This design comes from an exercise in tuning for small area on the open sky130 flow, not from production work.
Function was checked by simulation only, so behaviour that the tests miss may differ from the original.
No activity file was given, so power comes from the tool's default toggle rates. The clock port is modelled as an ideal driver; clocking choices that lean on that would not hold on a real chip.

==> inputs of run a <==
Design execCore, start of the top module:
module execCore
(
	input logic clk,
	input logic rst,
	input logic instValid,
	input logic [32-1:0] inst,
	input logic commitCredit,
	output logic instCredit,
	output logic commitValid,
	output corePkg::regIdxT commitDst,
	output corePkg::wordT commitData
);
==> module issueQueue, before the edit <==
module issueQueue
(
	input logic clk,
	input logic rst,
	input logic instValid,
	input logic [32-1:0] inst,
	input logic pop,
	output logic headValid,
	output logic [25:0] head
);
	logic isMovi;
	logic [2:0] op;
	logic [25:0] mem [4];
	logic [2:0] rdPtr;
	logic [2:0] wrPtr;
	always_comb
	begin
		case (inst[31:25])
			7'h00: op = 3'd1;
			7'h01: op = 3'd3;
			7'h02: op = 3'd4;
			7'h14: op = 3'd6;
			default: op = 3'd0;
		endcase
	end
	assign isMovi = inst[31:25] == 7'h15;
	always_ff @(posedge clk)
	begin
		if (instValid)
			mem[wrPtr[1:0]] <= {isMovi, inst[24:3], isMovi ? inst[2:0] : op};
	end
	always_ff @(posedge clk)
	begin
		if (rst)
		begin
			rdPtr <= '0;
			wrPtr <= '0;
		end
		else
		begin
			if (instValid)
				wrPtr <= wrPtr + 1'b1;
			if (pop)
				rdPtr <= rdPtr + 1'b1;
		end
	end
	assign headValid = rdPtr != wrPtr;
	assign head = mem[rdPtr[1:0]];
endmodule
==> module execCore, before the edit <==
module execCore
(
	input logic clk,
	input logic rst,
	input logic instValid,
	input logic [32-1:0] inst,
	input logic commitCredit,
	output logic instCredit,
	output logic commitValid,
	output corePkg::regIdxT commitDst,
	output corePkg::wordT commitData
);
	logic [4:0] t;
	logic clr;
	logic busy;
	logic done;
	logic [4:0] frame;
	logic [2:0] credits;
	logic headValid;
	logic [25:0] head;
	logic [2:0] op;
	logic pop;
	logic [4:0] rd;
	logic [4:0] rs1;
	logic [4:0] rs2;
	logic [31:0] immx;
	logic isOp;
	logic isMul;
	logic isSub;
	logic useB;
	logic isImm;
	logic rs1bit;
	logic rs2bit;
	logic we;
	logic newBit;
	logic aPrev;
	logic c1;
	logic c2;
	logic bHi;
	logic bLo;
	logic nbHi;
	logic nbLo;
	logic [33:0] acc;
	logic t0;
	logic t31;
	logic lastFrame;
	logic capture;
	logic capHi;
	logic capLo;
	logic x1;
	logic y1;
	logic ci1;
	logic s1;
	logic y2;
	logic ci2;
	issueQueue issueQueue_inst
	(
		.clk(clk),
		.rst(rst),
		.instValid(instValid),
		.inst(inst),
		.pop(pop),
		.headValid(headValid),
		.head(head)
	);
	registerFile registerFile_inst
	(
		.clk(clk),
		.clr(clr),
		.rs1(rs1),
		.rs2(rs2),
		.we(we),
		.rd(rd),
		.wbit(newBit),
		.rs1bit(rs1bit),
		.rs2bit(rs2bit)
	);
	assign isImm = head[25];
	assign rd = head[24:20];
	assign rs1 = head[19:15];
	assign rs2 = head[14:10];
	assign immx = {{12{head[19]}}, head[19:0]};
	assign op = isImm ? 3'd0 : head[2:0];
	assign isOp = isImm || (op != 3'd0);
	assign isMul = op == 3'd4;
	assign isSub = op == 3'd3;
	assign useB = op[0];
	assign t0 = t == 5'd0;
	assign t31 = t == 5'd31;
	assign lastFrame = !isMul || frame == 5'd16;
	assign capture = t[4:1] == ~frame[3:0];
	assign capHi = capture && t[0];
	assign capLo = capture && !t[0];
	assign x1 = isMul ? (acc[0] && (t[4:1] != 4'd0) && (frame != 5'd1)) :
		(isImm ? immx[t] : rs1bit);
	assign y1 = isMul ? (bLo && rs1bit) : (useB && (rs2bit ^ isSub));
	assign ci1 = t0 ? isSub : c1;
	assign s1 = x1 ^ y1 ^ ci1;
	assign y2 = isMul && bHi && aPrev && !t0;
	assign ci2 = !t0 && c2;
	assign newBit = s1 ^ y2 ^ ci2;
	assign we = busy && lastFrame;
	assign commitValid = done && t0 && (credits != 3'd0);
	assign commitDst = rd;
	assign commitData = acc[33:2];
	assign pop = commitValid || (headValid && !isOp && !busy && !done);
	assign instCredit = pop;
	always_ff @(posedge clk)
	begin
		c1 <= (x1 & y1) | (x1 & ci1) | (y1 & ci1);
		c2 <= (s1 & y2) | (s1 & ci2) | (y2 & ci2);
		aPrev <= rs1bit;
		acc <= {busy ? newBit : acc[2], acc[33:1]};
		if (capHi)
			nbHi <= rs2bit;
		if (capLo)
			nbLo <= rs2bit;
		if (t31)
		begin
			bHi <= capHi ? rs2bit : nbHi;
			bLo <= nbLo;
		end
	end
	always_ff @(posedge clk)
	begin
		if (rst)
		begin
			t <= '0;
			clr <= 1'b1;
			busy <= 1'b0;
			done <= 1'b0;
			frame <= '0;
			credits <= 3'(4);
		end
		else
		begin
			t <= t + 1'b1;
			if (t31)
				clr <= 1'b0;
			if (t31)
			begin
				if (busy)
				begin
					if (lastFrame)
					begin
						busy <= 1'b0;
						done <= 1'b1;
					end
					frame <= frame + 1'b1;
				end
				else if (!done && headValid && isOp)
				begin
					busy <= 1'b1;
					frame <= '0;
				end
			end
			if (commitValid)
				done <= 1'b0;
			credits <= credits + 3'(commitCredit) - 3'(commitValid);
		end
	end
endmodule
Settings: LEC_CHECK=0, CAP_MARGIN=20, CORE_MARGIN=2, CORE_UTILIZATION=60, SLEW_MARGIN=20; clock period 12.0 ns.
standard.sh (not shown) runs the stock make flow with config.mk's settings and CLKGATE_MAP_FILE= SYNTH_SCRIPT=/design/flow/synth_recipe.tcl, a recipe that flattens the netlist after the stock synthesis.
==> flow/flow/run.sh <==
#!/bin/bash
# The standard layout (standard.sh), with two changes: ports get the smallest buffer
# (buf_1), and clock tree synthesis uses clkbuf_16 leaf clusters without dummy loads.
set -euo pipefail
CTS="-sink_clustering_enable -repair_clock_nets -dont_use_dummy_load"
CTS="$CTS -buf_list sky130_fd_sc_hd__clkbuf_16 -sink_clustering_size 36 -sink_clustering_max_diameter 80"
bash standard.sh \
	"BUFFER_PORTS_ARGS=-buffer_cell sky130_fd_sc_hd__buf_1" \
	"CTS_ARGS=$CTS" \
	finish > standard_make.log 2>&1
==> run b: changes against run a <==
--- a/flow/design.v
+++ b/flow/design.v
@@ -26,7 +26,7 @@
 	output logic headValid,
-	output logic [25:0] head
+	output logic [2:0] headOp,
+	output logic [24:0] headBits
 );
-	logic isMovi;
 	logic [2:0] op;
-	logic [25:0] mem [4];
+	logic [27:0] mem [4];
 	logic [2:0] rdPtr;
@@ -36,6 +36,7 @@
 		case (inst[31:25])
-			7'h00: op = 3'd1;
-			7'h01: op = 3'd3;
-			7'h02: op = 3'd4;
-			7'h14: op = 3'd6;
+			7'h00: op = 3'd4;
+			7'h01: op = 3'd5;
+			7'h02: op = 3'd6;
+			7'h14: op = 3'd1;
+			7'h15: op = 3'd3;
 			default: op = 3'd0;
@@ -43,3 +44,2 @@
 	end
-	assign isMovi = inst[31:25] == 7'h15;
 	always_ff @(posedge clk)
@@ -47,3 +47,3 @@
 		if (instValid)
-			mem[wrPtr[1:0]] <= {isMovi, inst[24:3], isMovi ? inst[2:0] : op};
+			mem[wrPtr[1:0]] <= {op, inst[24:0]};
 	end
@@ -65,3 +65,3 @@
 	assign headValid = rdPtr != wrPtr;
-	assign head = mem[rdPtr[1:0]];
+	assign {headOp, headBits} = mem[rdPtr[1:0]];
 endmodule
@@ -117,4 +117,4 @@
 	logic headValid;
-	logic [25:0] head;
-	logic [2:0] op;
+	logic [2:0] headOp;
+	logic [24:0] headBits;
 	logic pop;
@@ -161,3 +161,4 @@
 		.headValid(headValid),
-		.head(head)
+		.headOp(headOp),
+		.headBits(headBits)
 	);
@@ -175,12 +176,11 @@
 	);
-	assign isImm = head[25];
-	assign rd = head[24:20];
-	assign rs1 = head[19:15];
-	assign rs2 = head[14:10];
-	assign immx = {{12{head[19]}}, head[19:0]};
-	assign op = isImm ? 3'd0 : head[2:0];
-	assign isOp = isImm || (op != 3'd0);
-	assign isMul = op == 3'd4;
-	assign isSub = op == 3'd3;
-	assign useB = op[0];
+	assign rd = headBits[24:20];
+	assign rs1 = headBits[19:15];
+	assign rs2 = headBits[14:10];
+	assign immx = {{12{headBits[19]}}, headBits[19:0]};
+	assign isOp = headOp != 3'd0;
+	assign isMul = headOp == 3'd6;
+	assign isSub = headOp == 3'd5;
+	assign useB = headOp[2] && !headOp[1];
+	assign isImm = headOp == 3'd3;
 	assign t0 = t == 5'd0;
==> flow/run.sh (new file) <==
#!/bin/bash
# synth_recipe.tcl (not shown) runs the flow's synth.tcl, then flattens the netlist and writes it again
# the make line also repeats each setting of config.mk as NAME=value (left out here)
make -C /OpenROAD-flow-scripts/flow DESIGN_CONFIG=/design/flow/config.mk WORK_HOME=/design/flow/orfs CLKGATE_MAP_FILE= SYNTH_SCRIPT=/design/flow/synth_recipe.tcl finish
Settings changed: ABC_AREA from default to 1, CTS_BUF_LIST from default to sky130_fd_sc_hd__clkbuf_4, CTS_CLUSTER_SIZE from default to 30.
removed: flow/flow/run.sh
removed: flow/standard.sh
==> run c: changes against run a <==
--- a/flow/design.v
+++ b/flow/design.v
@@ -26,7 +26,7 @@
 	output logic headValid,
-	output logic [25:0] head
+	output logic [2:0] headOp,
+	output logic [24:0] headBits
 );
-	logic isMovi;
 	logic [2:0] op;
-	logic [25:0] mem [4];
+	logic [27:0] mem [4];
 	logic [2:0] rdPtr;
@@ -36,6 +36,7 @@
 		case (inst[31:25])
-			7'h00: op = 3'd1;
-			7'h01: op = 3'd3;
-			7'h02: op = 3'd4;
-			7'h14: op = 3'd6;
+			7'h00: op = 3'd4;
+			7'h01: op = 3'd5;
+			7'h02: op = 3'd6;
+			7'h14: op = 3'd1;
+			7'h15: op = 3'd3;
 			default: op = 3'd0;
@@ -43,3 +44,2 @@
 	end
-	assign isMovi = inst[31:25] == 7'h15;
 	always_ff @(posedge clk)
@@ -47,3 +47,3 @@
 		if (instValid)
-			mem[wrPtr[1:0]] <= {isMovi, inst[24:3], isMovi ? inst[2:0] : op};
+			mem[wrPtr[1:0]] <= {op, inst[24:0]};
 	end
@@ -65,3 +65,3 @@
 	assign headValid = rdPtr != wrPtr;
-	assign head = mem[rdPtr[1:0]];
+	assign {headOp, headBits} = mem[rdPtr[1:0]];
 endmodule
@@ -117,4 +117,4 @@
 	logic headValid;
-	logic [25:0] head;
-	logic [2:0] op;
+	logic [2:0] headOp;
+	logic [24:0] headBits;
 	logic pop;
@@ -161,3 +161,4 @@
 		.headValid(headValid),
-		.head(head)
+		.headOp(headOp),
+		.headBits(headBits)
 	);
@@ -175,12 +176,11 @@
 	);
-	assign isImm = head[25];
-	assign rd = head[24:20];
-	assign rs1 = head[19:15];
-	assign rs2 = head[14:10];
-	assign immx = {{12{head[19]}}, head[19:0]};
-	assign op = isImm ? 3'd0 : head[2:0];
-	assign isOp = isImm || (op != 3'd0);
-	assign isMul = op == 3'd4;
-	assign isSub = op == 3'd3;
-	assign useB = op[0];
+	assign rd = headBits[24:20];
+	assign rs1 = headBits[19:15];
+	assign rs2 = headBits[14:10];
+	assign immx = {{12{headBits[19]}}, headBits[19:0]};
+	assign isOp = headOp != 3'd0;
+	assign isMul = headOp == 3'd6;
+	assign isSub = headOp == 3'd5;
+	assign useB = headOp[2] && !headOp[1];
+	assign isImm = headOp == 3'd3;
 	assign t0 = t == 5'd0;
==> flow/run.sh (new file) <==
#!/bin/bash
# synth_recipe.tcl (not shown) runs the flow's synth.tcl, then flattens the netlist and writes it again
# the make line also repeats each setting of config.mk as NAME=value (left out here)
make -C /OpenROAD-flow-scripts/flow DESIGN_CONFIG=/design/flow/config.mk WORK_HOME=/design/flow/orfs CLKGATE_MAP_FILE= SYNTH_SCRIPT=/design/flow/synth_recipe.tcl finish
Settings changed: CORE_UTILIZATION 60 to 40.
removed: flow/flow/run.sh
removed: flow/standard.sh
==> comparison <==
First-iteration DRC count: run c > run b > run a.
Non-clock buffer count is the same in run a and run c.
Register-to-register slack, lowest first: run b, run a, run c.
Wire length, highest first: run b, run c, run a.
The highest clock-buffer cell count belongs to run b, the lowest to run a.
The lowest total power belongs to run a, the highest to run c.

re-timing with driven ports:
Ports are ideal in the flow. The routed layouts listed here were re-timed in OpenROAD.
Step 1 assumes that a clkbuf_16 drives the clock port and a buf_2 every other input.
Step 2 adds t to the input delays and takes it off the output delays; t is the mean of the earliest and latest rising clock arrival at the registers after step 1. Input paths then give back, and output paths get back, about the clock's delay inside the block.
Three values: ideal ports, drivers, drivers and shift; two values: the first two.
| run | t, ns | setup WS [ns] | worst register clock-pin slew, ns |
|---|---|---|---|
| run a | 0.623 | 6.512 / 6.454 / 7.077 | 0.12 / 0.12 |
| run b | 1.032 | 5.521 / 5.469 / 6.501 | 0.08 / 0.08 |
| run c | 0.694 | 6.142 / 6.087 / 6.781 | 0.07 / 0.07 |
After both steps setup and hold are still met in every run listed.
